Source: an optimization exercise on an open RTL-to-GDS flow (aim: small area, a short achievable clock period and few clock cycles per item). Production flows keep margins and buffers that such runs may drop.
Function was checked by simulation only, so behaviour that the tests miss may differ from the original.
No activity file was given, so power comes from the tool's default toggle rates.

==> design/flow/design.v <==
package pel_pkg;
    localparam int PEL_WIDTH = 16;
    localparam int ACC_WIDTH = 32;
    typedef logic [PEL_WIDTH-1:0] pel_t;
    typedef logic [ACC_WIDTH-1:0] acc_t;
endpackage
package coef_pkg;
    localparam int COEF_WIDTH = 16;
    localparam int FRAC_BITS = 11;
    typedef logic [COEF_WIDTH-1:0] coef_t;
    localparam coef_t COEF_ONE = coef_t'(1 << FRAC_BITS);
endpackage
module scaler (
    input  logic          clk,
    input  logic          rst_n,
    input  logic          in_write,
    input  pel_pkg::pel_t in_din,
    output logic          in_full,
    input  logic [15:0]   coef,
    input  logic          out_read,
    output pel_pkg::pel_t out_dout,
    output logic          out_empty
);
    logic          v1, v2;
    pel_pkg::pel_t pel_d, pel_q;
    logic [7:0]    one_q, two_q, neg_q;
    logic          b15_q;
    logic [15:0]   s_d, c_d;
    logic [15:1]   t_d, g_d, t_q, g_q;
    logic          y0_d, y0_q, ci_d, ci_q;
    logic          lowc_d;
    logic          go2, adv, acc;
    logic [16:0] cx;
    assign cx = {coef, 1'b0};
    always_ff @(posedge clk)
    begin
        for (int j = 0; j < 8; j++)
        begin
            one_q[j] <= cx[2*j+1] ^ cx[2*j];
            two_q[j] <= (cx[2*j+2] & ~cx[2*j+1] & ~cx[2*j])
                      | (~cx[2*j+2] & cx[2*j+1] & cx[2*j]);
            neg_q[j] <= cx[2*j+2];
        end
        b15_q <= coef[15];
    end
    assign go2     = ~v2 | out_read;
    assign adv     = v1 & go2;
    assign in_full = v1 & ~go2;
    assign acc     = in_write & ~in_full;
    lane_hold u_hold (
        .d   (in_din),
        .q   (pel_q),
        .v1  (v1),
        .v2  (v2),
        .rd  (out_read),
        .y   (pel_d)
    );
    mul_tree u_tree (
        .a    (pel_q),
        .one  (one_q),
        .two  (two_q),
        .neg  (neg_q),
        .b15  (b15_q),
        .s    (s_d),
        .c    (c_d),
        .lowc (lowc_d)
    );
    assign t_d  = s_d[15:1] | c_d[15:1];
    assign g_d  = s_d[15:1] & c_d[15:1];
    assign y0_d = s_d[0] ^ c_d[0] ^ lowc_d;
    assign ci_d = (s_d[0] & c_d[0]) | (lowc_d & (s_d[0] | c_d[0]));
    always_ff @(posedge clk)
    begin
        pel_q <= pel_d;
        if (go2)
        begin
            t_q  <= t_d;
            g_q  <= g_d;
            y0_q <= y0_d;
            ci_q <= ci_d;
        end
    end
    always_ff @(posedge clk or negedge rst_n)
    begin
        if (!rst_n)
        begin
            v1 <= 1'b0;
            v2 <= 1'b0;
        end
        else
        begin
            v1 <= acc | (v1 & ~adv);
            if (go2)
                v2 <= v1;
        end
    end
    mul_cpa u_cpa (
        .t  (t_q),
        .g  (g_q),
        .ci (ci_q),
        .y  (out_dout[15:1])
    );
    assign out_dout[0] = y0_q;
    assign out_empty   = ~v2;
endmodule
module lane_hold (
    input  logic [15:0] d,
    input  logic [15:0] q,
    input  logic        v1,
    input  logic        v2,
    input  logic        rd,
    output logic [15:0] y
);
    assign y = (v1 & v2 & ~rd) ? q : d;
endmodule
module mul_tree (
    input  logic [15:0] a,
    input  logic [7:0]  one,
    input  logic [7:0]  two,
    input  logic [7:0]  neg,
    input  logic        b15,
    output logic [15:0] s,
    output logic [15:0] c,
    output logic        lowc
);
    logic pp_0_0;
    logic pp_0_1;
    logic pp_0_2;
    logic pp_0_3;
    logic pp_0_4;
    logic pp_0_5;
    logic pp_0_6;
    logic pp_0_7;
    logic pp_0_8;
    logic pp_0_9;
    logic pp_0_10;
    logic pp_0_11;
    logic pp_0_12;
    logic pp_0_13;
    logic pp_0_14;
    logic pp_0_15;
    logic pp_0_16;
    logic ns_0;
    logic pp_1_0;
    logic pp_1_1;
    logic pp_1_2;
    logic pp_1_3;
    logic pp_1_4;
    logic pp_1_5;
    logic pp_1_6;
    logic pp_1_7;
    logic pp_1_8;
    logic pp_1_9;
    logic pp_1_10;
    logic pp_1_11;
    logic pp_1_12;
    logic pp_1_13;
    logic pp_1_14;
    logic pp_1_15;
    logic pp_1_16;
    logic ns_1;
    logic pp_2_0;
    logic pp_2_1;
    logic pp_2_2;
    logic pp_2_3;
    logic pp_2_4;
    logic pp_2_5;
    logic pp_2_6;
    logic pp_2_7;
    logic pp_2_8;
    logic pp_2_9;
    logic pp_2_10;
    logic pp_2_11;
    logic pp_2_12;
    logic pp_2_13;
    logic pp_2_14;
    logic pp_2_15;
    logic pp_2_16;
    logic ns_2;
    logic pp_3_0;
    logic pp_3_1;
    logic pp_3_2;
    logic pp_3_3;
    logic pp_3_4;
    logic pp_3_5;
    logic pp_3_6;
    logic pp_3_7;
    logic pp_3_8;
    logic pp_3_9;
    logic pp_3_10;
    logic pp_3_11;
    logic pp_3_12;
    logic pp_3_13;
    logic pp_3_14;
    logic pp_3_15;
    logic pp_3_16;
    logic ns_3;
    logic pp_4_0;
    logic pp_4_1;
    logic pp_4_2;
    logic pp_4_3;
    logic pp_4_4;
    logic pp_4_5;
    logic pp_4_6;
    logic pp_4_7;
    logic pp_4_8;
    logic pp_4_9;
    logic pp_4_10;
    logic pp_4_11;
    logic pp_4_12;
    logic pp_4_13;
    logic pp_4_14;
    logic pp_4_15;
    logic pp_4_16;
    logic ns_4;
    logic pp_5_0;
    logic pp_5_1;
    logic pp_5_2;
    logic pp_5_3;
    logic pp_5_4;
    logic pp_5_5;
    logic pp_5_6;
    logic pp_5_7;
    logic pp_5_8;
    logic pp_5_9;
    logic pp_5_10;
    logic pp_5_11;
    logic pp_5_12;
    logic pp_5_13;
    logic pp_5_14;
    logic pp_5_15;
    logic pp_5_16;
    logic pp_6_0;
    logic pp_6_1;
    logic pp_6_2;
    logic pp_6_3;
    logic pp_6_4;
    logic pp_6_5;
    logic pp_6_6;
    logic pp_6_7;
    logic pp_6_8;
    logic pp_6_9;
    logic pp_6_10;
    logic pp_6_11;
    logic pp_6_12;
    logic pp_6_13;
    logic pp_6_14;
    logic pp_7_0;
    logic pp_7_1;
    logic pp_7_2;
    logic pp_7_3;
    logic pp_7_4;
    logic pp_7_5;
    logic pp_7_6;
    logic pp_7_7;
    logic pp_7_8;
    logic pp_7_9;
    logic pp_7_10;
    logic pp_7_11;
    logic pp_7_12;
    logic pp_8_0;
    logic pp_8_1;
    logic pp_8_2;
    logic pp_8_3;
    logic pp_8_4;
    logic pp_8_5;
    logic pp_8_6;
    logic pp_8_7;
    logic pp_8_8;
    logic pp_8_9;
    logic pp_8_10;
    logic nc_17;
    logic nc_18;
    logic nc_20;
    logic nc_22;
    logic nc_24;
    logic nc_26;
    logic hs_0;
    logic hc_0;
    logic hs_1;
    logic hc_1;
    logic fs_0;
    logic fc_0;
    logic hs_2;
    logic hc_2;
    logic fs_1;
    logic fc_1;
    logic hs_3;
    logic hc_3;
    logic fs_2;
    logic fc_2;
    logic fs_3;
    logic fc_3;
    logic hs_4;
    logic hc_4;
    logic fs_4;
    logic fc_4;
    logic fs_5;
    logic fc_5;
    logic hs_5;
    logic hc_5;
    logic fs_6;
    logic fc_6;
    logic fs_7;
    logic fc_7;
    logic fs_8;
    logic fc_8;
    logic hs_6;
    logic hc_6;
    logic fs_9;
    logic fc_9;
    logic fs_10;
    logic fc_10;
    logic fs_11;
    logic fc_11;
    logic hs_7;
    logic hc_7;
    logic fs_12;
    logic fc_12;
    logic fs_13;
    logic fc_13;
    logic fs_14;
    logic fc_14;
    logic fs_15;
    logic fc_15;
    logic hs_8;
    logic fs_16;
    logic fc_16;
    logic fs_17;
    logic fc_17;
    logic fs_18;
    logic fc_18;
    logic fs_19;
    logic fc_19;
    logic fs_20;
    logic fc_20;
    logic fs_21;
    logic fc_21;
    logic fs_22;
    logic fc_22;
    logic fs_23;
    logic fc_23;
    logic fs_24;
    logic fc_24;
    logic hc_10;
    logic fs_25;
    logic fc_25;
    logic fs_26;
    logic fc_26;
    logic fs_27;
    logic fc_27;
    logic fs_28;
    logic fc_28;
    logic fc_29;
    logic fs_30;
    logic fc_30;
    logic fs_31;
    logic fc_31;
    logic fs_32;
    logic fc_32;
    logic fs_33;
    logic fc_33;
    logic fs_34;
    logic fc_34;
    logic fs_35;
    logic fc_35;
    logic fs_36;
    logic fc_36;
    logic fs_37;
    logic fc_37;
    logic fs_38;
    logic fc_38;
    logic fs_39;
    logic fc_39;
    logic fs_40;
    logic fc_40;
    logic fs_41;
    logic fc_41;
    logic fs_42;
    logic fc_42;
    logic fs_43;
    logic fc_43;
    logic fs_44;
    logic fc_44;
    logic fs_45;
    logic fc_45;
    logic fs_46;
    logic fc_46;
    logic fs_47;
    logic fc_47;
    logic fs_49;
    logic fc_49;
    logic fs_50;
    logic fc_50;
    logic fs_51;
    logic fc_51;
    logic fs_52;
    logic fc_52;
    logic fs_53;
    logic fc_53;
    logic fs_54;
    logic fc_54;
    logic fs_56;
    logic fc_56;
    logic fs_57;
    logic fc_57;
    logic fs_58;
    logic fc_58;
    logic fs_59;
    logic fc_59;
    logic fs_60;
    logic fc_60;
    logic fs_61;
    logic fc_61;
    logic fs_63;
    logic fc_63;
    logic fs_64;
    logic fc_64;
    logic fs_65;
    logic fc_65;
    logic fs_66;
    logic fc_66;
    logic fs_67;
    logic fc_67;
    logic fs_68;
    logic fc_68;
    logic fs_70;
    logic fc_70;
    logic fs_71;
    logic fc_71;
    logic fs_72;
    logic fc_72;
    logic fs_73;
    logic fc_73;
    logic fs_74;
    logic fc_74;
    logic fs_76;
    logic fc_76;
    logic fs_77;
    logic fc_77;
    logic fs_78;
    logic fc_78;
    logic fs_79;
    logic fc_79;
    logic fs_80;
    logic fc_80;
    logic fs_82;
    logic fc_82;
    logic fs_83;
    logic fc_83;
    logic fs_84;
    logic fc_84;
    logic fs_85;
    logic fc_85;
    logic fs_87;
    logic fc_87;
    logic fs_88;
    logic fc_88;
    logic fs_89;
    logic fc_89;
    logic fs_90;
    logic fc_90;
    logic fs_92;
    logic fc_92;
    logic fs_93;
    logic fc_93;
    logic fs_94;
    logic fc_94;
    logic fs_96;
    logic fc_96;
    logic fs_97;
    logic fc_97;
    logic fs_98;
    logic fc_98;
    logic fs_100;
    logic fc_100;
    logic fs_101;
    logic fc_101;
    logic fc_102;
    assign pp_0_0 = ((one[0] & a[0])) ^ neg[0];
    assign pp_0_1 = ((one[0] & a[1]) | (two[0] & a[0])) ^ neg[0];
    assign pp_0_2 = ((one[0] & a[2]) | (two[0] & a[1])) ^ neg[0];
    assign pp_0_3 = ((one[0] & a[3]) | (two[0] & a[2])) ^ neg[0];
    assign pp_0_4 = ((one[0] & a[4]) | (two[0] & a[3])) ^ neg[0];
    assign pp_0_5 = ((one[0] & a[5]) | (two[0] & a[4])) ^ neg[0];
    assign pp_0_6 = ((one[0] & a[6]) | (two[0] & a[5])) ^ neg[0];
    assign pp_0_7 = ((one[0] & a[7]) | (two[0] & a[6])) ^ neg[0];
    assign pp_0_8 = ((one[0] & a[8]) | (two[0] & a[7])) ^ neg[0];
    assign pp_0_9 = ((one[0] & a[9]) | (two[0] & a[8])) ^ neg[0];
    assign pp_0_10 = ((one[0] & a[10]) | (two[0] & a[9])) ^ neg[0];
    assign pp_0_11 = ((one[0] & a[11]) | (two[0] & a[10])) ^ neg[0];
    assign pp_0_12 = ((one[0] & a[12]) | (two[0] & a[11])) ^ neg[0];
    assign pp_0_13 = ((one[0] & a[13]) | (two[0] & a[12])) ^ neg[0];
    assign pp_0_14 = ((one[0] & a[14]) | (two[0] & a[13])) ^ neg[0];
    assign pp_0_15 = ((one[0] & a[15]) | (two[0] & a[14])) ^ neg[0];
    assign pp_0_16 = ((two[0] & a[15])) ^ neg[0];
    assign ns_0 = ~neg[0];
    assign pp_1_0 = ((one[1] & a[0])) ^ neg[1];
    assign pp_1_1 = ((one[1] & a[1]) | (two[1] & a[0])) ^ neg[1];
    assign pp_1_2 = ((one[1] & a[2]) | (two[1] & a[1])) ^ neg[1];
    assign pp_1_3 = ((one[1] & a[3]) | (two[1] & a[2])) ^ neg[1];
    assign pp_1_4 = ((one[1] & a[4]) | (two[1] & a[3])) ^ neg[1];
    assign pp_1_5 = ((one[1] & a[5]) | (two[1] & a[4])) ^ neg[1];
    assign pp_1_6 = ((one[1] & a[6]) | (two[1] & a[5])) ^ neg[1];
    assign pp_1_7 = ((one[1] & a[7]) | (two[1] & a[6])) ^ neg[1];
    assign pp_1_8 = ((one[1] & a[8]) | (two[1] & a[7])) ^ neg[1];
    assign pp_1_9 = ((one[1] & a[9]) | (two[1] & a[8])) ^ neg[1];
    assign pp_1_10 = ((one[1] & a[10]) | (two[1] & a[9])) ^ neg[1];
    assign pp_1_11 = ((one[1] & a[11]) | (two[1] & a[10])) ^ neg[1];
    assign pp_1_12 = ((one[1] & a[12]) | (two[1] & a[11])) ^ neg[1];
    assign pp_1_13 = ((one[1] & a[13]) | (two[1] & a[12])) ^ neg[1];
    assign pp_1_14 = ((one[1] & a[14]) | (two[1] & a[13])) ^ neg[1];
    assign pp_1_15 = ((one[1] & a[15]) | (two[1] & a[14])) ^ neg[1];
    assign pp_1_16 = ((two[1] & a[15])) ^ neg[1];
    assign ns_1 = ~neg[1];
    assign pp_2_0 = ((one[2] & a[0])) ^ neg[2];
    assign pp_2_1 = ((one[2] & a[1]) | (two[2] & a[0])) ^ neg[2];
    assign pp_2_2 = ((one[2] & a[2]) | (two[2] & a[1])) ^ neg[2];
    assign pp_2_3 = ((one[2] & a[3]) | (two[2] & a[2])) ^ neg[2];
    assign pp_2_4 = ((one[2] & a[4]) | (two[2] & a[3])) ^ neg[2];
    assign pp_2_5 = ((one[2] & a[5]) | (two[2] & a[4])) ^ neg[2];
    assign pp_2_6 = ((one[2] & a[6]) | (two[2] & a[5])) ^ neg[2];
    assign pp_2_7 = ((one[2] & a[7]) | (two[2] & a[6])) ^ neg[2];
    assign pp_2_8 = ((one[2] & a[8]) | (two[2] & a[7])) ^ neg[2];
    assign pp_2_9 = ((one[2] & a[9]) | (two[2] & a[8])) ^ neg[2];
    assign pp_2_10 = ((one[2] & a[10]) | (two[2] & a[9])) ^ neg[2];
    assign pp_2_11 = ((one[2] & a[11]) | (two[2] & a[10])) ^ neg[2];
    assign pp_2_12 = ((one[2] & a[12]) | (two[2] & a[11])) ^ neg[2];
    assign pp_2_13 = ((one[2] & a[13]) | (two[2] & a[12])) ^ neg[2];
    assign pp_2_14 = ((one[2] & a[14]) | (two[2] & a[13])) ^ neg[2];
    assign pp_2_15 = ((one[2] & a[15]) | (two[2] & a[14])) ^ neg[2];
    assign pp_2_16 = ((two[2] & a[15])) ^ neg[2];
    assign ns_2 = ~neg[2];
    assign pp_3_0 = ((one[3] & a[0])) ^ neg[3];
    assign pp_3_1 = ((one[3] & a[1]) | (two[3] & a[0])) ^ neg[3];
    assign pp_3_2 = ((one[3] & a[2]) | (two[3] & a[1])) ^ neg[3];
    assign pp_3_3 = ((one[3] & a[3]) | (two[3] & a[2])) ^ neg[3];
    assign pp_3_4 = ((one[3] & a[4]) | (two[3] & a[3])) ^ neg[3];
    assign pp_3_5 = ((one[3] & a[5]) | (two[3] & a[4])) ^ neg[3];
    assign pp_3_6 = ((one[3] & a[6]) | (two[3] & a[5])) ^ neg[3];
    assign pp_3_7 = ((one[3] & a[7]) | (two[3] & a[6])) ^ neg[3];
    assign pp_3_8 = ((one[3] & a[8]) | (two[3] & a[7])) ^ neg[3];
    assign pp_3_9 = ((one[3] & a[9]) | (two[3] & a[8])) ^ neg[3];
    assign pp_3_10 = ((one[3] & a[10]) | (two[3] & a[9])) ^ neg[3];
    assign pp_3_11 = ((one[3] & a[11]) | (two[3] & a[10])) ^ neg[3];
    assign pp_3_12 = ((one[3] & a[12]) | (two[3] & a[11])) ^ neg[3];
    assign pp_3_13 = ((one[3] & a[13]) | (two[3] & a[12])) ^ neg[3];
    assign pp_3_14 = ((one[3] & a[14]) | (two[3] & a[13])) ^ neg[3];
    assign pp_3_15 = ((one[3] & a[15]) | (two[3] & a[14])) ^ neg[3];
    assign pp_3_16 = ((two[3] & a[15])) ^ neg[3];
    assign ns_3 = ~neg[3];
    assign pp_4_0 = ((one[4] & a[0])) ^ neg[4];
    assign pp_4_1 = ((one[4] & a[1]) | (two[4] & a[0])) ^ neg[4];
    assign pp_4_2 = ((one[4] & a[2]) | (two[4] & a[1])) ^ neg[4];
    assign pp_4_3 = ((one[4] & a[3]) | (two[4] & a[2])) ^ neg[4];
    assign pp_4_4 = ((one[4] & a[4]) | (two[4] & a[3])) ^ neg[4];
    assign pp_4_5 = ((one[4] & a[5]) | (two[4] & a[4])) ^ neg[4];
    assign pp_4_6 = ((one[4] & a[6]) | (two[4] & a[5])) ^ neg[4];
    assign pp_4_7 = ((one[4] & a[7]) | (two[4] & a[6])) ^ neg[4];
    assign pp_4_8 = ((one[4] & a[8]) | (two[4] & a[7])) ^ neg[4];
    assign pp_4_9 = ((one[4] & a[9]) | (two[4] & a[8])) ^ neg[4];
    assign pp_4_10 = ((one[4] & a[10]) | (two[4] & a[9])) ^ neg[4];
    assign pp_4_11 = ((one[4] & a[11]) | (two[4] & a[10])) ^ neg[4];
    assign pp_4_12 = ((one[4] & a[12]) | (two[4] & a[11])) ^ neg[4];
    assign pp_4_13 = ((one[4] & a[13]) | (two[4] & a[12])) ^ neg[4];
    assign pp_4_14 = ((one[4] & a[14]) | (two[4] & a[13])) ^ neg[4];
    assign pp_4_15 = ((one[4] & a[15]) | (two[4] & a[14])) ^ neg[4];
    assign pp_4_16 = ((two[4] & a[15])) ^ neg[4];
    assign ns_4 = ~neg[4];
    assign pp_5_0 = ((one[5] & a[0])) ^ neg[5];
    assign pp_5_1 = ((one[5] & a[1]) | (two[5] & a[0])) ^ neg[5];
    assign pp_5_2 = ((one[5] & a[2]) | (two[5] & a[1])) ^ neg[5];
    assign pp_5_3 = ((one[5] & a[3]) | (two[5] & a[2])) ^ neg[5];
    assign pp_5_4 = ((one[5] & a[4]) | (two[5] & a[3])) ^ neg[5];
    assign pp_5_5 = ((one[5] & a[5]) | (two[5] & a[4])) ^ neg[5];
    assign pp_5_6 = ((one[5] & a[6]) | (two[5] & a[5])) ^ neg[5];
    assign pp_5_7 = ((one[5] & a[7]) | (two[5] & a[6])) ^ neg[5];
    assign pp_5_8 = ((one[5] & a[8]) | (two[5] & a[7])) ^ neg[5];
    assign pp_5_9 = ((one[5] & a[9]) | (two[5] & a[8])) ^ neg[5];
    assign pp_5_10 = ((one[5] & a[10]) | (two[5] & a[9])) ^ neg[5];
    assign pp_5_11 = ((one[5] & a[11]) | (two[5] & a[10])) ^ neg[5];
    assign pp_5_12 = ((one[5] & a[12]) | (two[5] & a[11])) ^ neg[5];
    assign pp_5_13 = ((one[5] & a[13]) | (two[5] & a[12])) ^ neg[5];
    assign pp_5_14 = ((one[5] & a[14]) | (two[5] & a[13])) ^ neg[5];
    assign pp_5_15 = ((one[5] & a[15]) | (two[5] & a[14])) ^ neg[5];
    assign pp_5_16 = ((two[5] & a[15])) ^ neg[5];
    assign pp_6_0 = ((one[6] & a[0])) ^ neg[6];
    assign pp_6_1 = ((one[6] & a[1]) | (two[6] & a[0])) ^ neg[6];
    assign pp_6_2 = ((one[6] & a[2]) | (two[6] & a[1])) ^ neg[6];
    assign pp_6_3 = ((one[6] & a[3]) | (two[6] & a[2])) ^ neg[6];
    assign pp_6_4 = ((one[6] & a[4]) | (two[6] & a[3])) ^ neg[6];
    assign pp_6_5 = ((one[6] & a[5]) | (two[6] & a[4])) ^ neg[6];
    assign pp_6_6 = ((one[6] & a[6]) | (two[6] & a[5])) ^ neg[6];
    assign pp_6_7 = ((one[6] & a[7]) | (two[6] & a[6])) ^ neg[6];
    assign pp_6_8 = ((one[6] & a[8]) | (two[6] & a[7])) ^ neg[6];
    assign pp_6_9 = ((one[6] & a[9]) | (two[6] & a[8])) ^ neg[6];
    assign pp_6_10 = ((one[6] & a[10]) | (two[6] & a[9])) ^ neg[6];
    assign pp_6_11 = ((one[6] & a[11]) | (two[6] & a[10])) ^ neg[6];
    assign pp_6_12 = ((one[6] & a[12]) | (two[6] & a[11])) ^ neg[6];
    assign pp_6_13 = ((one[6] & a[13]) | (two[6] & a[12])) ^ neg[6];
    assign pp_6_14 = ((one[6] & a[14]) | (two[6] & a[13])) ^ neg[6];
    assign pp_7_0 = ((one[7] & a[0])) ^ neg[7];
    assign pp_7_1 = ((one[7] & a[1]) | (two[7] & a[0])) ^ neg[7];
    assign pp_7_2 = ((one[7] & a[2]) | (two[7] & a[1])) ^ neg[7];
    assign pp_7_3 = ((one[7] & a[3]) | (two[7] & a[2])) ^ neg[7];
    assign pp_7_4 = ((one[7] & a[4]) | (two[7] & a[3])) ^ neg[7];
    assign pp_7_5 = ((one[7] & a[5]) | (two[7] & a[4])) ^ neg[7];
    assign pp_7_6 = ((one[7] & a[6]) | (two[7] & a[5])) ^ neg[7];
    assign pp_7_7 = ((one[7] & a[7]) | (two[7] & a[6])) ^ neg[7];
    assign pp_7_8 = ((one[7] & a[8]) | (two[7] & a[7])) ^ neg[7];
    assign pp_7_9 = ((one[7] & a[9]) | (two[7] & a[8])) ^ neg[7];
    assign pp_7_10 = ((one[7] & a[10]) | (two[7] & a[9])) ^ neg[7];
    assign pp_7_11 = ((one[7] & a[11]) | (two[7] & a[10])) ^ neg[7];
    assign pp_7_12 = ((one[7] & a[12]) | (two[7] & a[11])) ^ neg[7];
    assign pp_8_0 = b15 & a[0];
    assign pp_8_1 = b15 & a[1];
    assign pp_8_2 = b15 & a[2];
    assign pp_8_3 = b15 & a[3];
    assign pp_8_4 = b15 & a[4];
    assign pp_8_5 = b15 & a[5];
    assign pp_8_6 = b15 & a[6];
    assign pp_8_7 = b15 & a[7];
    assign pp_8_8 = b15 & a[8];
    assign pp_8_9 = b15 & a[9];
    assign pp_8_10 = b15 & a[10];
    assign nc_17 = ~ns_0;
    assign nc_18 = ~ns_0;
    assign nc_20 = ~pp_8_4;
    assign nc_22 = ~pp_8_6;
    assign nc_24 = ~pp_8_8;
    assign nc_26 = ~pp_8_10;
    mul_ha u_hs_0 (.a(neg[1]), .b(pp_0_2), .s(hs_0), .c(hc_0));
    mul_ha u_hs_1 (.a(pp_0_3), .b(pp_1_1), .s(hs_1), .c(hc_1));
    mul_fa u_fs_0 (.a(neg[2]), .b(pp_0_4), .ci(pp_1_2), .s(fs_0), .co(fc_0));
    mul_ha u_hs_2 (.a(pp_2_0), .b(hc_1), .s(hs_2), .c(hc_2));
    mul_fa u_fs_1 (.a(pp_0_5), .b(pp_1_3), .ci(pp_2_1), .s(fs_1), .co(fc_1));
    mul_ha u_hs_3 (.a(hc_2), .b(fc_0), .s(hs_3), .c(hc_3));
    mul_fa u_fs_2 (.a(neg[3]), .b(pp_0_6), .ci(pp_1_4), .s(fs_2), .co(fc_2));
    mul_fa u_fs_3 (.a(pp_2_2), .b(pp_3_0), .ci(fc_1), .s(fs_3), .co(fc_3));
    mul_ha u_hs_4 (.a(fs_2), .b(hc_3), .s(hs_4), .c(hc_4));
    mul_fa u_fs_4 (.a(pp_0_7), .b(pp_1_5), .ci(pp_2_3), .s(fs_4), .co(fc_4));
    mul_fa u_fs_5 (.a(pp_3_1), .b(fc_2), .ci(fs_4), .s(fs_5), .co(fc_5));
    mul_ha u_hs_5 (.a(fc_3), .b(hc_4), .s(hs_5), .c(hc_5));
    mul_fa u_fs_6 (.a(neg[4]), .b(pp_0_8), .ci(pp_1_6), .s(fs_6), .co(fc_6));
    mul_fa u_fs_7 (.a(pp_2_4), .b(pp_3_2), .ci(pp_4_0), .s(fs_7), .co(fc_7));
    mul_fa u_fs_8 (.a(fc_4), .b(fs_6), .ci(fs_7), .s(fs_8), .co(fc_8));
    mul_ha u_hs_6 (.a(fc_5), .b(hc_5), .s(hs_6), .c(hc_6));
    mul_fa u_fs_9 (.a(pp_0_9), .b(pp_1_7), .ci(pp_2_5), .s(fs_9), .co(fc_9));
    mul_fa u_fs_10 (.a(pp_3_3), .b(pp_4_1), .ci(fc_6), .s(fs_10), .co(fc_10));
    mul_fa u_fs_11 (.a(fc_7), .b(fs_9), .ci(fc_8), .s(fs_11), .co(fc_11));
    mul_ha u_hs_7 (.a(fs_10), .b(hc_6), .s(hs_7), .c(hc_7));
    mul_fa u_fs_12 (.a(neg[5]), .b(pp_0_10), .ci(pp_1_8), .s(fs_12), .co(fc_12));
    mul_fa u_fs_13 (.a(pp_2_6), .b(pp_3_4), .ci(pp_4_2), .s(fs_13), .co(fc_13));
    mul_fa u_fs_14 (.a(pp_5_0), .b(fc_9), .ci(fs_12), .s(fs_14), .co(fc_14));
    mul_fa u_fs_15 (.a(fs_13), .b(fc_10), .ci(fs_14), .s(fs_15), .co(fc_15));
    mul_ha u_hs_8 (.a(fc_11), .b(hc_7), .s(hs_8), .c(s[0]));
    mul_fa u_fs_16 (.a(pp_0_11), .b(pp_1_9), .ci(pp_2_7), .s(fs_16), .co(fc_16));
    mul_fa u_fs_17 (.a(pp_3_5), .b(pp_4_3), .ci(pp_5_1), .s(fs_17), .co(fc_17));
    mul_fa u_fs_18 (.a(fc_12), .b(fc_13), .ci(fs_16), .s(fs_18), .co(fc_18));
    mul_fa u_fs_19 (.a(fs_17), .b(fc_14), .ci(fs_18), .s(fs_19), .co(fc_19));
    mul_ha u_hs_9 (.a(fc_15), .b(fs_19), .s(c[0]), .c(s[1]));
    mul_fa u_fs_20 (.a(neg[6]), .b(pp_0_12), .ci(pp_1_10), .s(fs_20), .co(fc_20));
    mul_fa u_fs_21 (.a(pp_2_8), .b(pp_3_6), .ci(pp_4_4), .s(fs_21), .co(fc_21));
    mul_fa u_fs_22 (.a(pp_5_2), .b(pp_6_0), .ci(fc_16), .s(fs_22), .co(fc_22));
    mul_fa u_fs_23 (.a(fc_17), .b(fs_20), .ci(fs_21), .s(fs_23), .co(fc_23));
    mul_fa u_fs_24 (.a(fc_18), .b(fs_22), .ci(fs_23), .s(fs_24), .co(fc_24));
    mul_ha u_hs_10 (.a(fc_19), .b(fs_24), .s(c[1]), .c(hc_10));
    mul_fa u_fs_25 (.a(pp_0_13), .b(pp_1_11), .ci(pp_2_9), .s(fs_25), .co(fc_25));
    mul_fa u_fs_26 (.a(pp_3_7), .b(pp_4_5), .ci(pp_5_3), .s(fs_26), .co(fc_26));
    mul_fa u_fs_27 (.a(pp_6_1), .b(fc_20), .ci(fc_21), .s(fs_27), .co(fc_27));
    mul_fa u_fs_28 (.a(fs_25), .b(fs_26), .ci(fc_22), .s(fs_28), .co(fc_28));
    mul_fa u_fs_29 (.a(fc_23), .b(fs_27), .ci(fs_28), .s(s[2]), .co(fc_29));
    mul_ha u_hs_11 (.a(fc_24), .b(hc_10), .s(c[2]), .c(s[3]));
    mul_fa u_fs_30 (.a(neg[7]), .b(pp_0_14), .ci(pp_1_12), .s(fs_30), .co(fc_30));
    mul_fa u_fs_31 (.a(pp_2_10), .b(pp_3_8), .ci(pp_4_6), .s(fs_31), .co(fc_31));
    mul_fa u_fs_32 (.a(pp_5_4), .b(pp_6_2), .ci(pp_7_0), .s(fs_32), .co(fc_32));
    mul_fa u_fs_33 (.a(fc_25), .b(fc_26), .ci(fs_30), .s(fs_33), .co(fc_33));
    mul_fa u_fs_34 (.a(fs_31), .b(fs_32), .ci(fc_27), .s(fs_34), .co(fc_34));
    mul_fa u_fs_35 (.a(fs_33), .b(fc_28), .ci(fs_34), .s(fs_35), .co(fc_35));
    mul_ha u_hs_12 (.a(fc_29), .b(fs_35), .s(c[3]), .c(s[4]));
    mul_fa u_fs_36 (.a(pp_0_15), .b(pp_1_13), .ci(pp_2_11), .s(fs_36), .co(fc_36));
    mul_fa u_fs_37 (.a(pp_3_9), .b(pp_4_7), .ci(pp_5_5), .s(fs_37), .co(fc_37));
    mul_fa u_fs_38 (.a(pp_6_3), .b(pp_7_1), .ci(fc_30), .s(fs_38), .co(fc_38));
    mul_fa u_fs_39 (.a(fc_31), .b(fc_32), .ci(fs_36), .s(fs_39), .co(fc_39));
    mul_fa u_fs_40 (.a(fs_37), .b(fc_33), .ci(fs_38), .s(fs_40), .co(fc_40));
    mul_fa u_fs_41 (.a(fs_39), .b(fc_34), .ci(fs_40), .s(fs_41), .co(fc_41));
    mul_ha u_hs_13 (.a(fc_35), .b(fs_41), .s(c[4]), .c(s[5]));
    mul_fa u_fs_42 (.a(pp_8_0), .b(pp_0_16), .ci(pp_1_14), .s(fs_42), .co(fc_42));
    mul_fa u_fs_43 (.a(pp_2_12), .b(pp_3_10), .ci(pp_4_8), .s(fs_43), .co(fc_43));
    mul_fa u_fs_44 (.a(pp_5_6), .b(pp_6_4), .ci(pp_7_2), .s(fs_44), .co(fc_44));
    mul_fa u_fs_45 (.a(fc_36), .b(fc_37), .ci(fs_42), .s(fs_45), .co(fc_45));
    mul_fa u_fs_46 (.a(fs_43), .b(fs_44), .ci(fc_38), .s(fs_46), .co(fc_46));
    mul_fa u_fs_47 (.a(fc_39), .b(fs_45), .ci(fc_40), .s(fs_47), .co(fc_47));
    mul_fa u_fs_48 (.a(fs_46), .b(fc_41), .ci(fs_47), .s(c[5]), .co(s[6]));
    mul_fa u_fs_49 (.a(nc_17), .b(pp_8_1), .ci(pp_1_15), .s(fs_49), .co(fc_49));
    mul_fa u_fs_50 (.a(pp_2_13), .b(pp_3_11), .ci(pp_4_9), .s(fs_50), .co(fc_50));
    mul_fa u_fs_51 (.a(pp_5_7), .b(pp_6_5), .ci(pp_7_3), .s(fs_51), .co(fc_51));
    mul_fa u_fs_52 (.a(fc_42), .b(fc_43), .ci(fc_44), .s(fs_52), .co(fc_52));
    mul_fa u_fs_53 (.a(fs_49), .b(fs_50), .ci(fs_51), .s(fs_53), .co(fc_53));
    mul_fa u_fs_54 (.a(fc_45), .b(fs_52), .ci(fs_53), .s(fs_54), .co(fc_54));
    mul_fa u_fs_55 (.a(fc_46), .b(fs_54), .ci(fc_47), .s(c[6]), .co(c[7]));
    mul_fa u_fs_56 (.a(nc_18), .b(pp_8_2), .ci(pp_1_16), .s(fs_56), .co(fc_56));
    mul_fa u_fs_57 (.a(pp_2_14), .b(pp_3_12), .ci(pp_4_10), .s(fs_57), .co(fc_57));
    mul_fa u_fs_58 (.a(pp_5_8), .b(pp_6_6), .ci(pp_7_4), .s(fs_58), .co(fc_58));
    mul_fa u_fs_59 (.a(fc_49), .b(fc_50), .ci(fc_51), .s(fs_59), .co(fc_59));
    mul_fa u_fs_60 (.a(fs_56), .b(fs_57), .ci(fs_58), .s(fs_60), .co(fc_60));
    mul_fa u_fs_61 (.a(fc_52), .b(fc_53), .ci(fs_59), .s(fs_61), .co(fc_61));
    mul_fa u_fs_62 (.a(fs_60), .b(fc_54), .ci(fs_61), .s(s[7]), .co(s[8]));
    mul_fa u_fs_63 (.a(ns_1), .b(ns_0), .ci(pp_8_3), .s(fs_63), .co(fc_63));
    mul_fa u_fs_64 (.a(pp_2_15), .b(pp_3_13), .ci(pp_4_11), .s(fs_64), .co(fc_64));
    mul_fa u_fs_65 (.a(pp_5_9), .b(pp_6_7), .ci(pp_7_5), .s(fs_65), .co(fc_65));
    mul_fa u_fs_66 (.a(fs_63), .b(fc_56), .ci(fc_57), .s(fs_66), .co(fc_66));
    mul_fa u_fs_67 (.a(fc_58), .b(fs_64), .ci(fs_65), .s(fs_67), .co(fc_67));
    mul_fa u_fs_68 (.a(fc_59), .b(fc_60), .ci(fs_66), .s(fs_68), .co(fc_68));
    mul_fa u_fs_69 (.a(fs_67), .b(fc_61), .ci(fs_68), .s(c[8]), .co(s[9]));
    mul_fa u_fs_70 (.a(nc_20), .b(pp_2_16), .ci(pp_3_14), .s(fs_70), .co(fc_70));
    mul_fa u_fs_71 (.a(pp_4_12), .b(pp_5_10), .ci(pp_6_8), .s(fs_71), .co(fc_71));
    mul_fa u_fs_72 (.a(pp_7_6), .b(fc_63), .ci(fc_64), .s(fs_72), .co(fc_72));
    mul_fa u_fs_73 (.a(fc_65), .b(fs_70), .ci(fs_71), .s(fs_73), .co(fc_73));
    mul_fa u_fs_74 (.a(fc_66), .b(fc_67), .ci(fs_72), .s(fs_74), .co(fc_74));
    mul_fa u_fs_75 (.a(fs_73), .b(fc_68), .ci(fs_74), .s(c[9]), .co(s[10]));
    mul_fa u_fs_76 (.a(ns_2), .b(pp_8_5), .ci(pp_8_4), .s(fs_76), .co(fc_76));
    mul_fa u_fs_77 (.a(pp_3_15), .b(pp_4_13), .ci(pp_5_11), .s(fs_77), .co(fc_77));
    mul_fa u_fs_78 (.a(pp_6_9), .b(pp_7_7), .ci(fs_76), .s(fs_78), .co(fc_78));
    mul_fa u_fs_79 (.a(fc_70), .b(fc_71), .ci(fs_77), .s(fs_79), .co(fc_79));
    mul_fa u_fs_80 (.a(fs_78), .b(fc_72), .ci(fc_73), .s(fs_80), .co(fc_80));
    mul_fa u_fs_81 (.a(fs_79), .b(fc_74), .ci(fs_80), .s(c[10]), .co(s[11]));
    mul_fa u_fs_82 (.a(nc_22), .b(pp_3_16), .ci(pp_4_14), .s(fs_82), .co(fc_82));
    mul_fa u_fs_83 (.a(pp_5_12), .b(pp_6_10), .ci(pp_7_8), .s(fs_83), .co(fc_83));
    mul_fa u_fs_84 (.a(fc_76), .b(fc_77), .ci(fs_82), .s(fs_84), .co(fc_84));
    mul_fa u_fs_85 (.a(fs_83), .b(fc_78), .ci(fc_79), .s(fs_85), .co(fc_85));
    mul_fa u_fs_86 (.a(fs_84), .b(fc_80), .ci(fs_85), .s(c[11]), .co(s[12]));
    mul_fa u_fs_87 (.a(ns_3), .b(pp_8_7), .ci(pp_8_6), .s(fs_87), .co(fc_87));
    mul_fa u_fs_88 (.a(pp_4_15), .b(pp_5_13), .ci(pp_6_11), .s(fs_88), .co(fc_88));
    mul_fa u_fs_89 (.a(pp_7_9), .b(fs_87), .ci(fc_82), .s(fs_89), .co(fc_89));
    mul_fa u_fs_90 (.a(fc_83), .b(fs_88), .ci(fc_84), .s(fs_90), .co(fc_90));
    mul_fa u_fs_91 (.a(fs_89), .b(fc_85), .ci(fs_90), .s(c[12]), .co(s[13]));
    mul_fa u_fs_92 (.a(nc_24), .b(pp_4_16), .ci(pp_5_14), .s(fs_92), .co(fc_92));
    mul_fa u_fs_93 (.a(pp_6_12), .b(pp_7_10), .ci(fc_87), .s(fs_93), .co(fc_93));
    mul_fa u_fs_94 (.a(fc_88), .b(fs_92), .ci(fs_93), .s(fs_94), .co(fc_94));
    mul_fa u_fs_95 (.a(fc_89), .b(fs_94), .ci(fc_90), .s(c[13]), .co(c[14]));
    mul_fa u_fs_96 (.a(ns_4), .b(pp_8_9), .ci(pp_8_8), .s(fs_96), .co(fc_96));
    mul_fa u_fs_97 (.a(pp_5_15), .b(pp_6_13), .ci(pp_7_11), .s(fs_97), .co(fc_97));
    mul_fa u_fs_98 (.a(fs_96), .b(fc_92), .ci(fs_97), .s(fs_98), .co(fc_98));
    mul_fa u_fs_99 (.a(fc_93), .b(fs_98), .ci(fc_94), .s(s[14]), .co(c[15]));
    mul_fa u_fs_100 (.a(nc_26), .b(pp_5_16), .ci(pp_6_14), .s(fs_100), .co(fc_100));
    mul_fa u_fs_101 (.a(pp_7_12), .b(fc_96), .ci(fc_97), .s(fs_101), .co(fc_101));
    mul_fa u_fs_102 (.a(fs_100), .b(fc_98), .ci(fs_101), .s(s[15]), .co(fc_102));
    logic lg_0, lt_0;
    assign lg_0 = neg[0] & pp_0_0;
    assign lt_0 = neg[0] | pp_0_0;
    logic lg_2, lt_2;
    assign lg_2 = pp_1_0 & hs_0;
    assign lt_2 = pp_1_0 | hs_0;
    logic lg_3, lt_3;
    assign lg_3 = hc_0 & hs_1;
    assign lt_3 = hc_0 | hs_1;
    logic lg_4, lt_4;
    assign lg_4 = fs_0 & hs_2;
    assign lt_4 = fs_0 | hs_2;
    logic lg_5, lt_5;
    assign lg_5 = fs_1 & hs_3;
    assign lt_5 = fs_1 | hs_3;
    logic lg_6, lt_6;
    assign lg_6 = fs_3 & hs_4;
    assign lt_6 = fs_3 | hs_4;
    logic lg_7, lt_7;
    assign lg_7 = fs_5 & hs_5;
    assign lt_7 = fs_5 | hs_5;
    logic lg_8, lt_8;
    assign lg_8 = fs_8 & hs_6;
    assign lt_8 = fs_8 | hs_6;
    logic lg_9, lt_9;
    assign lg_9 = fs_11 & hs_7;
    assign lt_9 = fs_11 | hs_7;
    logic lg_10, lt_10;
    assign lg_10 = fs_15 & hs_8;
    assign lt_10 = fs_15 | hs_8;
    logic lcg0, lct0;
    assign lcg0 = 1'b0 | (pp_0_1 & lg_0);
    assign lct0 = pp_0_1 & lt_0;
    logic lcg1, lct1;
    assign lcg1 = lg_4 | (lt_4 & lg_3);
    assign lct1 = lt_4 & lt_3;
    logic lcg2, lct2;
    assign lcg2 = lcg1 | (lct1 & lg_2);
    assign lct2 = lct1 & lt_2;
    logic lcg3, lct3;
    assign lcg3 = lcg2 | (lct2 & lcg0);
    assign lct3 = lct2 & lct0;
    logic lcg4, lct4;
    assign lcg4 = lg_7 | (lt_7 & lg_6);
    assign lct4 = lt_7 & lt_6;
    logic lcg5, lct5;
    assign lcg5 = lcg4 | (lct4 & lg_5);
    assign lct5 = lct4 & lt_5;
    logic lcg6, lct6;
    assign lcg6 = lg_10 | (lt_10 & lg_9);
    assign lct6 = lt_10 & lt_9;
    logic lcg7, lct7;
    assign lcg7 = lcg6 | (lct6 & lg_8);
    assign lct7 = lct6 & lt_8;
    logic lcg8, lct8;
    assign lcg8 = lcg7 | (lct7 & lcg5);
    assign lct8 = lct7 & lct5;
    logic lcg9, lct9;
    assign lcg9 = lcg8 | (lct8 & lcg3);
    assign lct9 = lct8 & lct3;
    logic lc_g;
    assign lc_g = lcg9;
    assign lowc = lc_g;
endmodule
module mul_fa (
    input  logic a,
    input  logic b,
    input  logic ci,
    output logic s,
    output logic co
);
    assign s  = a ^ b ^ ci;
    assign co = (a & b) | (ci & (a ^ b));
endmodule
module mul_ha (
    input  logic a,
    input  logic b,
    output logic s,
    output logic c
);
    assign s = a ^ b;
    assign c = a & b;
endmodule
module mul_cpa (
    input  logic [14:0] t,
    input  logic [14:0] g,
    input  logic        ci,
    output logic [14:0] y
);
    logic g0_1;
    assign g0_1 = g[0] | (t[0] & ci);
    logic g0_3;
    assign g0_3 = g[2] | (t[2] & g[1]);
    logic t0_3;
    assign t0_3 = t[2] & t[1];
    logic g0_5;
    assign g0_5 = g[4] | (t[4] & g[3]);
    logic t0_5;
    assign t0_5 = t[4] & t[3];
    logic g0_7;
    assign g0_7 = g[6] | (t[6] & g[5]);
    logic t0_7;
    assign t0_7 = t[6] & t[5];
    logic g0_9;
    assign g0_9 = g[8] | (t[8] & g[7]);
    logic t0_9;
    assign t0_9 = t[8] & t[7];
    logic g0_11;
    assign g0_11 = g[10] | (t[10] & g[9]);
    logic t0_11;
    assign t0_11 = t[10] & t[9];
    logic g0_13;
    assign g0_13 = g[12] | (t[12] & g[11]);
    logic t0_13;
    assign t0_13 = t[12] & t[11];
    logic g0_15;
    assign g0_15 = g[14] | (t[14] & g[13]);
    logic t0_15;
    assign t0_15 = t[14] & t[13];
    logic g1_2;
    assign g1_2 = g[1] | (t[1] & g0_1);
    logic g1_3;
    assign g1_3 = g0_3 | (t0_3 & g0_1);
    logic g1_6;
    assign g1_6 = g[5] | (t[5] & g0_5);
    logic t1_6;
    assign t1_6 = t[5] & t0_5;
    logic g1_7;
    assign g1_7 = g0_7 | (t0_7 & g0_5);
    logic t1_7;
    assign t1_7 = t0_7 & t0_5;
    logic g1_10;
    assign g1_10 = g[9] | (t[9] & g0_9);
    logic t1_10;
    assign t1_10 = t[9] & t0_9;
    logic g1_11;
    assign g1_11 = g0_11 | (t0_11 & g0_9);
    logic t1_11;
    assign t1_11 = t0_11 & t0_9;
    logic g1_14;
    assign g1_14 = g[13] | (t[13] & g0_13);
    logic t1_14;
    assign t1_14 = t[13] & t0_13;
    logic g1_15;
    assign g1_15 = g0_15 | (t0_15 & g0_13);
    logic t1_15;
    assign t1_15 = t0_15 & t0_13;
    logic g2_4;
    assign g2_4 = g[3] | (t[3] & g1_3);
    logic g2_5;
    assign g2_5 = g0_5 | (t0_5 & g1_3);
    logic g2_6;
    assign g2_6 = g1_6 | (t1_6 & g1_3);
    logic g2_7;
    assign g2_7 = g1_7 | (t1_7 & g1_3);
    logic g2_12;
    assign g2_12 = g[11] | (t[11] & g1_11);
    logic t2_12;
    assign t2_12 = t[11] & t1_11;
    logic g2_13;
    assign g2_13 = g0_13 | (t0_13 & g1_11);
    logic t2_13;
    assign t2_13 = t0_13 & t1_11;
    logic g2_14;
    assign g2_14 = g1_14 | (t1_14 & g1_11);
    logic t2_14;
    assign t2_14 = t1_14 & t1_11;
    logic g2_15;
    assign g2_15 = g1_15 | (t1_15 & g1_11);
    logic t2_15;
    assign t2_15 = t1_15 & t1_11;
    logic g3_8;
    assign g3_8 = g[7] | (t[7] & g2_7);
    logic g3_9;
    assign g3_9 = g0_9 | (t0_9 & g2_7);
    logic g3_10;
    assign g3_10 = g1_10 | (t1_10 & g2_7);
    logic g3_11;
    assign g3_11 = g1_11 | (t1_11 & g2_7);
    logic g3_12;
    assign g3_12 = g2_12 | (t2_12 & g2_7);
    logic g3_13;
    assign g3_13 = g2_13 | (t2_13 & g2_7);
    logic g3_14;
    assign g3_14 = g2_14 | (t2_14 & g2_7);
    logic g3_15;
    assign g3_15 = g2_15 | (t2_15 & g2_7);
    assign y[0] = (t[0] & ~g[0]) ^ ci;
    assign y[1] = (t[1] & ~g[1]) ^ g0_1;
    assign y[2] = (t[2] & ~g[2]) ^ g1_2;
    assign y[3] = (t[3] & ~g[3]) ^ g1_3;
    assign y[4] = (t[4] & ~g[4]) ^ g2_4;
    assign y[5] = (t[5] & ~g[5]) ^ g2_5;
    assign y[6] = (t[6] & ~g[6]) ^ g2_6;
    assign y[7] = (t[7] & ~g[7]) ^ g2_7;
    assign y[8] = (t[8] & ~g[8]) ^ g3_8;
    assign y[9] = (t[9] & ~g[9]) ^ g3_9;
    assign y[10] = (t[10] & ~g[10]) ^ g3_10;
    assign y[11] = (t[11] & ~g[11]) ^ g3_11;
    assign y[12] = (t[12] & ~g[12]) ^ g3_12;
    assign y[13] = (t[13] & ~g[13]) ^ g3_13;
    assign y[14] = (t[14] & ~g[14]) ^ g3_14;
endmodule
module pel_scaler_top #(
    parameter int FLUX  = 2,
    parameter int DEPTH = 4
) (
    input  logic                              clk,
    input  logic                              rst_n,
    input  logic            [FLUX-1:0]        in_write,
    input  pel_pkg::pel_t   [FLUX-1:0]        in_din,
    output logic            [FLUX-1:0]        in_full,
    input  coef_pkg::coef_t [FLUX-1:0]        coef,
    input  logic            [FLUX-1:0]        out_read,
    output pel_pkg::pel_t   [FLUX-1:0]        out_dout,
    output logic            [FLUX-1:0]        out_empty
);
    genvar f;
    generate
        for (f = 0; f < FLUX; f++)
        begin : g_lane
            scaler u_lane (
                .clk       (clk),
                .rst_n     (rst_n),
                .in_write  (in_write[f]),
                .in_din    (in_din[f]),
                .in_full   (in_full[f]),
                .coef      (coef[f]),
                .out_read  (out_read[f]),
                .out_dout  (out_dout[f]),
                .out_empty (out_empty[f])
            );
        end
    endgenerate
endmodule
==> design/flow/flow/run.sh <==
#!/bin/bash
# the standard layout, with plain buffers (not delay cells) on the ports
bash standard.sh "BUFFER_PORTS_ARGS=-buffer_cell sky130_fd_sc_hd__buf_2" finish > standard.log 2>&1
==> design/flow/standard.sh <==
#!/bin/bash
# synth_recipe.tcl (not shown) runs the flow's synth.tcl, then flattens the netlist and writes it again
# the make line also repeats each setting of config.mk as NAME=value (left out here)
make -C /OpenROAD-flow-scripts/flow DESIGN_CONFIG=/design/flow/config.mk WORK_HOME=/design/flow/orfs CLKGATE_MAP_FILE= SYNTH_SCRIPT=/design/flow/synth_recipe.tcl "${@:-finish}"
==> design/flow/config.mk <==
export PLATFORM = sky130hd
export DESIGN_NAME = pel_scaler_top
export DESIGN_NICKNAME = pel_scaler_top
export VERILOG_FILES = /design/flow/design.v
export SDC_FILE = /design/flow/constraint.sdc
export NUM_CORES = 4
export LEC_CHECK = 0
export CAP_MARGIN = 20
export CORE_MARGIN = 2
export CORE_UTILIZATION = 40
export CTS_BUF_LIST = sky130_fd_sc_hd__clkbuf_8
export CTS_CLUSTER_DIAMETER = 400
export CTS_CLUSTER_SIZE = 60
export SETUP_SLACK_MARGIN = 4
export SLEW_MARGIN = 20
export SYNTH_HIERARCHICAL = 1
==> design/flow/constraint.sdc <==
create_clock -name core_clock -period 8.0 [get_ports {clk}]
set_input_delay 1.6000 -clock core_clock [delete_from_list [all_inputs] [get_ports {clk}]]
set_output_delay 1.6000 -clock core_clock [all_outputs]
set_load 0.01 [all_outputs]
==> results.txt, run 1 <==
Placed Area 0.0165 mm^2; Vias/cell ~5.5; most frequent cells after synthesis xnor2_1, a22oi_1, fa_1; asr flop ratio synth 0.0270; largest family of logic cells by synthesized area adder cells; Synth Area in Compound Gates 0.158; final net count between 1,500 and 2,000; initial antenna violation count 0; GP Congestion 0.851; cell taking the most area after synthesis fa_1; Inst Count DP 1,950; worst hold path stage count 1; H-tree depth 4; first-pass GRT wire length 60,800 um; Final min period 3.87 ns; Post-DP HPWL 28,400 um; n_diodes 0; skew final 0.0230 ns; outcome complete, no violations; Longest Clk Path Bufs 2; Leak slightly above 6 nW; DR pass1 iterations 6; core area slightly below 0.04 mm^2; MaxCap Viol Count 0; Worst Path Arrival 2.27 ns; count leader, synth xnor2_1; # rows 72; global route overflow 0; CTS tree built; CTS root buf clkbuf_8; die width ~200 um; clk slew on worst S/H paths 0.09 ns; via count ~11,000; Hold Path Sink g_lane[0].u_lane.pel_q[9]$_DFF_P_; min-delay src g_lane[0].u_lane.pel_q[9]$_DFF_P_; DR iter-0 viols 659; Synth top area share 0.262; post-route cell area 0.0170 mm^2; post-synthesis cell count ~1,400; final core utilization 0.436; IO Count approximately 110; sequential share of the synthesized area 0.228; DRC 0; Hold Crit Class register to register; DRT antenna net count 0; largest net degree at the start of global routing 34; Port Buf Inserts 105; Clock Latency Late Sink 0.49 ns; # setup viols final 0; reg-to-reg critical path startpoint g_lane[1].u_lane.two_q[3]$_DFF_P_; Inserted Clock Buffers 17; share of cells above drive strength 1 0.183; setup TNS 0 ns; worst reg-to-reg setup slack 4.15 ns; Area Growth Syn to Fin 6.92%; syn_area_per_cell 11.0 um^2; Yosys warnings 7; Seq cells post-synth 148; Synth Area in XOR/XNOR 0.163; Non-Filler Instances 1,983; Netlist cell types 52; post-synthesis cell area 0.0159 mm^2; VDD IR max 0.000158 V; largest cells by area after synthesis fa_1, xnor2_1, edfxtp_1; GRT Overall Usage 0.187; Power Dens Cells between 300 and 400 mW/mm^2; commonest register cell after synthesis dfxtp_1; mux contribution to synthesized area 0.0274; vias in the first global route 11,000; Post-Route WL 37,700 um; Starting Density 0.408; fin. max-slew vios 0; Final Hold Violating Endpoints 0; Synth Area in Adders 0.284; Worst R2R Path Depth 11; die height 203 um; clk sink count 148; per-cell routed wire length 19.0 um; Worst Tran Pin Value roughly 1.0 ns; FMAX 258 MHz; simple-gate portion of the synthesized area 0.0839; largest fanout on the critical path 4; RSZ-0062 raised after global routing yes; Synth Net Count around 1,800; critical path launch point type register; Hold Worst Slack 0.497 ns; capturing element type of the critical path output pin; CP required about 6.4 ns; Worst slew margin 0.332; R2R Path End g_lane[1].u_lane.y0_q$_DFFE_PP_; final worst-path cycle share 0.484; DIE AREA 0.0413 mm^2; worst setup path class register to output pin; EDFF count, synth 64
-- placed cells by master, fill, tap and decap left out, types with 6 or more instances in the layout --
| cell | instances |
|---|---|
| xnor2_1 | 282 |
| nor2_1 | 18 |
| edfxtp_1 | 64 |
| dfxtp_2 | 17 |
| nor2b_1 | 20 |
| nand3_1 | 6 |
| ha_1 | 28 |
| or2_1 | 32 |
| fa_1 | 208 |
| xor2_1 | 14 |
| and2_1 | 44 |
| o21ai_0 | 12 |
| dfxtp_4 | 27 |
| a22oi_1 | 230 |
| o21ai_1 | 16 |
| inv_1 | 26 |
| a31oi_1 | 6 |
| nand3b_1 | 14 |
| a21oi_2 | 7 |
| nand2_1 | 46 |
| clkbuf_8 | 18 |
| a21oi_1 | 25 |
| dfxtp_1 | 36 |
| nand2b_1 | 30 |
| mux2_2 | 12 |
| buf_2 | 105 |
| a21o_1 | 6 |
| mux2_4 | 20 |
| buf_4 | 29 |
-- modules after synthesis (local to each module, per instance), a selection --
module     cells  times used  flops+latches  area (um^2)
mul_tree     374           2              0         2670
lane_hold     18           2              0          249
scaler       140           2             74         2260
mul_ha         1          28              0         12.5
mul_cpa       74           2              0          524
mul_fa         1         206              0         20.0
-- cells by family after synthesis --
logic type	count (synthesis)
AOI/OAI and AO/OA	334
xor gates and xnor gates	296
adders and majority gates	236
buffers and inverters	170
DFF	148
muxes	32
and+or+nand+nor	230
-- routing by layer --
metal | wire [um] | up-vias | share of wire | track usage
met2 | 19400 | 396 | 0.51 | 0.326
met5 | 0 | - | 0 | 0
met3 | 2430 | 42 | 0.064 | 0.0376
met4 | 701 | 0 | 0.019 | 0.0550
li1 | - | 4976 | - | -
met1 | 15200 | 5506 | 0.40 | 0.233
-- sequential cells by signal (all words and copies together) (netlist names) --
register,flops
g_lane.u_lane.pel_q,32
g_lane.u_lane.g_q,30
g_lane.u_lane.t_q,30
g_lane.u_lane.neg_q,16
g_lane.u_lane.one_q,16
g_lane.u_lane.two_q,16
g_lane.u_lane.ci_q,2
g_lane.u_lane.v1,2
g_lane.u_lane.v2,2
g_lane.u_lane.y0_q,2
-- cell type report --
type,count,area [um^2]
clock buffer,18,248
clock inverter,13,109
fill,3769,21900
inverter,24,90.1
multi-input combinational,1128,11400
sequential,148,3750
tap,518,648
timing repair buffer,134,743
-- power breakdown --
group | internal [mW] | switching, mW | total [mW]
Combinational | 2.15 | 2.12 | 4.27
Clock | 0.251 | 0.304 | 0.555
Sequential | 1.27 | 0.283 | 1.56
-- stage by stage --
step	setup slack, ns	power (mW)
floorplan	4.15	4.79
global placement	3.78	5.79
detailed placement	3.70	5.90
CTS	3.97	6.48
global route	3.95	7.16
finish	4.13	6.38
-- worst max path at each step --
stage                                      endpoint                              start  slack [ns]
detailed placement  g_lane[1].u_lane.y0_q$_DFFE_PP_  g_lane[1].u_lane.neg_q[0]$_DFF_P_        3.70
floorplan           g_lane[0].u_lane.y0_q$_DFFE_PP_  g_lane[0].u_lane.neg_q[0]$_DFF_P_        4.15
global route        g_lane[1].u_lane.y0_q$_DFFE_PP_  g_lane[1].u_lane.two_q[3]$_DFF_P_        3.95
finish                                 out_dout[29]    g_lane[1].u_lane.ci_q$_DFFE_PP_        4.13
CTS                 g_lane[1].u_lane.y0_q$_DFFE_PP_  g_lane[1].u_lane.two_q[0]$_DFF_P_        3.97
global placement    g_lane[1].u_lane.y0_q$_DFFE_PP_  g_lane[1].u_lane.neg_q[0]$_DFF_P_        3.78
-- critical path: stages (launching register included) --
cell,delay (ns)
edfxtp_1,0.46
a21oi_4,0.22
o21ai_4,0.13
a32oi_4,0.33
nor2_1,0.11
nor4_1,0.29
a211o_2,0.14
buf_2,0.12
-- repair_timing --
action | CTS | global route
endpoints found under the setup margin | 16 | 14
buffers inserted | 0 | 2
hold endpoints to repair | 0 | 0
hold buffers | 0 | 0
resized for setup | 35 | 37
pin swaps | 0 | 2
Testbench counts, summed over its fixed seeds: cycles 8,016, items 16,000.
==> run 2: changes to the inputs <==
==> design/flow/run.sh (new file) <==
#!/bin/bash
# synth_recipe.tcl (not shown) runs the flow's synth.tcl, then flattens the netlist and writes it again
# the make line also repeats each setting of config.mk as NAME=value (left out here)
make -C /OpenROAD-flow-scripts/flow DESIGN_CONFIG=/design/flow/config.mk WORK_HOME=/design/flow/orfs CLKGATE_MAP_FILE= SYNTH_SCRIPT=/design/flow/synth_recipe.tcl finish
--- a/design/flow/config.mk
+++ b/design/flow/config.mk
@@ -10,5 +10,2 @@
 export CORE_UTILIZATION = 40
-export CTS_BUF_LIST = sky130_fd_sc_hd__clkbuf_8
-export CTS_CLUSTER_DIAMETER = 400
-export CTS_CLUSTER_SIZE = 60
 export SETUP_SLACK_MARGIN = 4
removed: design/flow/flow/run.sh
removed: design/flow/standard.sh
==> run 2 against run 1 <==
Effect of this change:
- worst hold slack worse by 0.0012 ns
- via count is 1.7% higher
- setup slack lost 0.028 ns
- clock-buffer cell count is the same
- sequential cell count did not move
- sequential power is essentially flat
- core utilization up 2.2 points
- synthesized cell count unchanged
- critical path depth rose by 6
- global-route usage grew 0.61 points
- clock power up 53%
- critical endpoint is now g_lane[1].u_lane.y0_q$_DFFE_PP_
- largest power group unchanged
==> results.txt, run 2 <==
outcome complete, no violations; DRT antenna net count 0; Inserted Clock Buffers 17; setup TNS 0 ns; H-tree depth 4; Clk network pwr share 0.122; DRC 0; max FFs per register 32; Final Hold Violating Endpoints 0; Clock Latency Late Sink about 0.44 ns; vias in the first global route 11,400; Placed Area 0.0170 mm^2; post-route cell area roughly 0.018 mm^2; Worst Tran Pin Value 1.09 ns; capturing element type of the critical path register; Reg with most FFs g_lane.u_lane.pel_q; Seq cells post-synth 148; Synth top area share 0.262; Fill cells 3,713; Netlist cell types 52; Post-DP HPWL 28,000 um; via count 11,100; fin. max-slew vios 0; most frequent cells in the layout xnor2_1, a22oi_1, fa_1, clkdlybuf4s50_1, edfxtp_1; Yosys warnings 7; Vias/cell 5.57; Hold Worst Slack 0.496 ns; final net count 1,769; share of cells above drive strength 1 0.125; final worst-path cycle share 0.487; IO Count 106; GRT Overall Usage 0.193; skew final 0.00825 ns; syn_area_per_cell roughly 11 um^2; Synth Area in Compound Gates 0.158; CTS tree built; Leak about 6.4 nW; Net Sw Frac 0.406; CP required 8.18 ns; crit path buf inv count 0; clk sink count 148; largest family of logic cells by synthesized area adder cells; CTS root buf clkbuf_16; setup ws final 4.10 ns; Worst slew margin 0.270; Post-Route WL about 38,000 um; largest net degree at the start of global routing 34; most frequent cells after synthesis xnor2_1, a22oi_1, fa_1; Synth Net Count 1,752; critical path launch point type register; DIE AREA 0.0413 mm^2; die width 203 um; total power around 7 mW; most used cell, CP ha_1; most common cell after layout, fill and taps aside xnor2_1; mux contribution to synthesized area 0.0274; Hold Crit Class register to register; Area Growth Syn to Fin 12.3%; n_diodes 0; # setup viols final 0; pre-CTS setup slack roughly 3.6 ns; Longest Clk Path Bufs 2; Synth Area in XOR/XNOR 0.163; final core utilization 0.458; GP Congestion 0.877; post-synthesis cell area 0.0159 mm^2; crit-path leading delay family adder cells; count leader, synth xnor2_1; commonest register cell after synthesis dfxtp_1; sequential share of the synthesized area 0.228; EDFF count, synth between 60 and 70; post-synthesis cell count between 1,000 and 1,500; largest cells by area after synthesis fa_1, xnor2_1, edfxtp_1; MaxCap Viol Count 0; # rows 72; slowest stage delay, CP 0.58 ns; CTS Hold Bufs 0; simple-gate portion of the synthesized area 0.0839; FMAX 256 MHz; initial antenna violation count 0; asr flop ratio synth 0.0270; largest registers g_lane.u_lane.pel_q x32, g_lane.u_lane.g_q x30, g_lane.u_lane.t_q x30; P_sw 2.82 mW; Starting Density 0.408; largest fanout on the critical path 16; Worst Path Arrival 4.08 ns; clk slew on worst S/H paths 0.07 ns; DR iter-0 viols ~930; Inst Count DP 1,951; Port Buf Inserts about 110; Synth Area in Adders 0.284; core area 0.0389 mm^2; RSZ-0062 raised after global routing yes; Power Dens Cells 390 mW/mm^2; global route overflow 0; per-cell routed wire length a little under 20 um; Non-Filler Instances between 1,500 and 2,000; Final min period 3.90 ns; sequential share of power 0.224; Crit-path slowest cell dfxtp_2; VDD IR max 0.000230 V; first-pass GRT wire length 62,500 um; DR pass1 iterations 5; die height 203 um; crit-path cells a22oi_1 -> xnor2_1 -> fa_1 -> fa_1 -> ha_1 -> ha_1 -> ha_1 -> ha_1 -> o2111ai_1 -> o211ai_1 -> nor2_1 -> a21oi_2 -> fa_1; cell taking the most area after synthesis fa_1; worst setup path class register to register; Combinational Power Share 0.654; Internal 4.13 mW
-- run 2: cell counts after synthesis --
Identical to the previous run, type by type.
-- run 2: cell families (layout without fill, tap and decap cells) --
kind of cell	Yosys count	count (layout)
compound gates	334	334
xor+xnor	296	296
fa+ha+maj	236	236
simple gates	230	230
buf+inv	170	200
flops	148	148
mux	32	32
-- run 2: timing repair --
item | in CTS | in global routing
gates cloned | 0 | 0
buffers inserted | 8 | 3
endpoints found under the setup margin | 32 | 27
pin swaps | 8 | 11
hold endpoints to repair | 0 | 0
resized for setup | 68 | 48
-- run 2: worst paths after layout --
check | startpoint | cells past startpoint | to | slack, ns
min | g_lane[1].u_lane.pel_q[6]$_DFF_P_ | 1 | g_lane[1].u_lane.pel_q[6]$_DFF_P_ | 0.50
min reg2reg | g_lane[1].u_lane.pel_q[6]$_DFF_P_ | 1 | g_lane[1].u_lane.pel_q[6]$_DFF_P_ | 0.50
max in group asynchronous | rst_n | 1 | g_lane[1].u_lane.v2$_DFFE_PN0P_ | 6.48
max reg2reg | g_lane[1].u_lane.one_q[2]$_DFF_P_ | 13 | g_lane[1].u_lane.y0_q$_DFFE_PP_ | 4.10
min in group asynchronous | rst_n | 1 | g_lane[0].u_lane.v2$_DFFE_PN0P_ | 1.35
max | g_lane[1].u_lane.one_q[2]$_DFF_P_ | 13 | g_lane[1].u_lane.y0_q$_DFFE_PP_ | 4.10
-- run 2: worst register-to-register path: cells and delay by family (launching register included) --
| family | cells | cell delay (ns) |
|---|---|---|
| adder cells (fa/ha/maj) | 7 | 2.10 |
| AO/OA/AOI/OAI | 4 | 0.60 |
| flip-flops | 1 | 0.58 |
| XOR/XNOR | 1 | 0.18 |
| AND/OR/NAND/NOR | 1 | 0.17 |
-- run 2: area by class of cell --
cell class,count,area [um^2],share of cell area
clock buffers,18,450,0.0253
repair buffers,144,1330,0.0747
well taps,518,648,0.0364
inverters,24,90.1,0.00505
flip-flops and latches,148,3740,0.210
clock inverters,14,165,0.00927
multi-input cells,1128,11400,0.640
-- run 2: modules after synthesis (local to each module, per instance), excerpt --
module,cells inside,flip-flops and latches,times used,cell area (um^2)
mul_tree,374,0,2,2670
scaler,140,74,2,2260
mul_cpa,74,0,2,524
lane_hold,18,0,2,249
mul_fa,1,0,206,20.0
mul_ha,1,0,28,12.5
-- run 2: power by group through the flow --
stage | sequential [mW] | combinational [mW] | clock (mW)
after detailed placement | 1.57 | 4.63 | 0
after global routing | 1.59 | 5.24 | 0.903
after global placement | 1.56 | 4.49 | 0
final | 1.56 | 4.54 | 0.847
after floorplan | 1.41 | 3.39 | 0
after CTS | 1.56 | 4.63 | 0.871
-- run 2: routing by layer --
metal,global-route usage,part of all wire
met1,0.243,0.40
met2,0.338,0.52
met3,0.0321,0.059
met4,0.0605,0.017
met5,0,0

what the ideal ports hide:
Ports are ideal in the flow. The routed layouts listed here were re-timed in OpenROAD.
Step 1: set_driving_cell puts a clkbuf_16 on clk and a buf_2 on each other input, an assumption about the parent block.
Step 2 also shifts input and output timing later by t, the mid clock arrival at the registers, as if the neighbouring blocks saw the same clock.
a / b / c = no drivers / after step 1 / after step 2; a / b = the first two.
run | shift t [ns] | setup WS [ns] | hold WS [ns] | worst data-port slew with drivers (ns)
run 1 | 0.522 | 4.130 / 4.083 / 4.154 | 0.497 / 0.497 / 0.497 | 0.05
run 2 | 0.489 | 4.101 / 4.081 / 4.101 | 0.496 / 0.496 / 0.496 | 0.07
After both steps setup and hold are still met in every run listed.
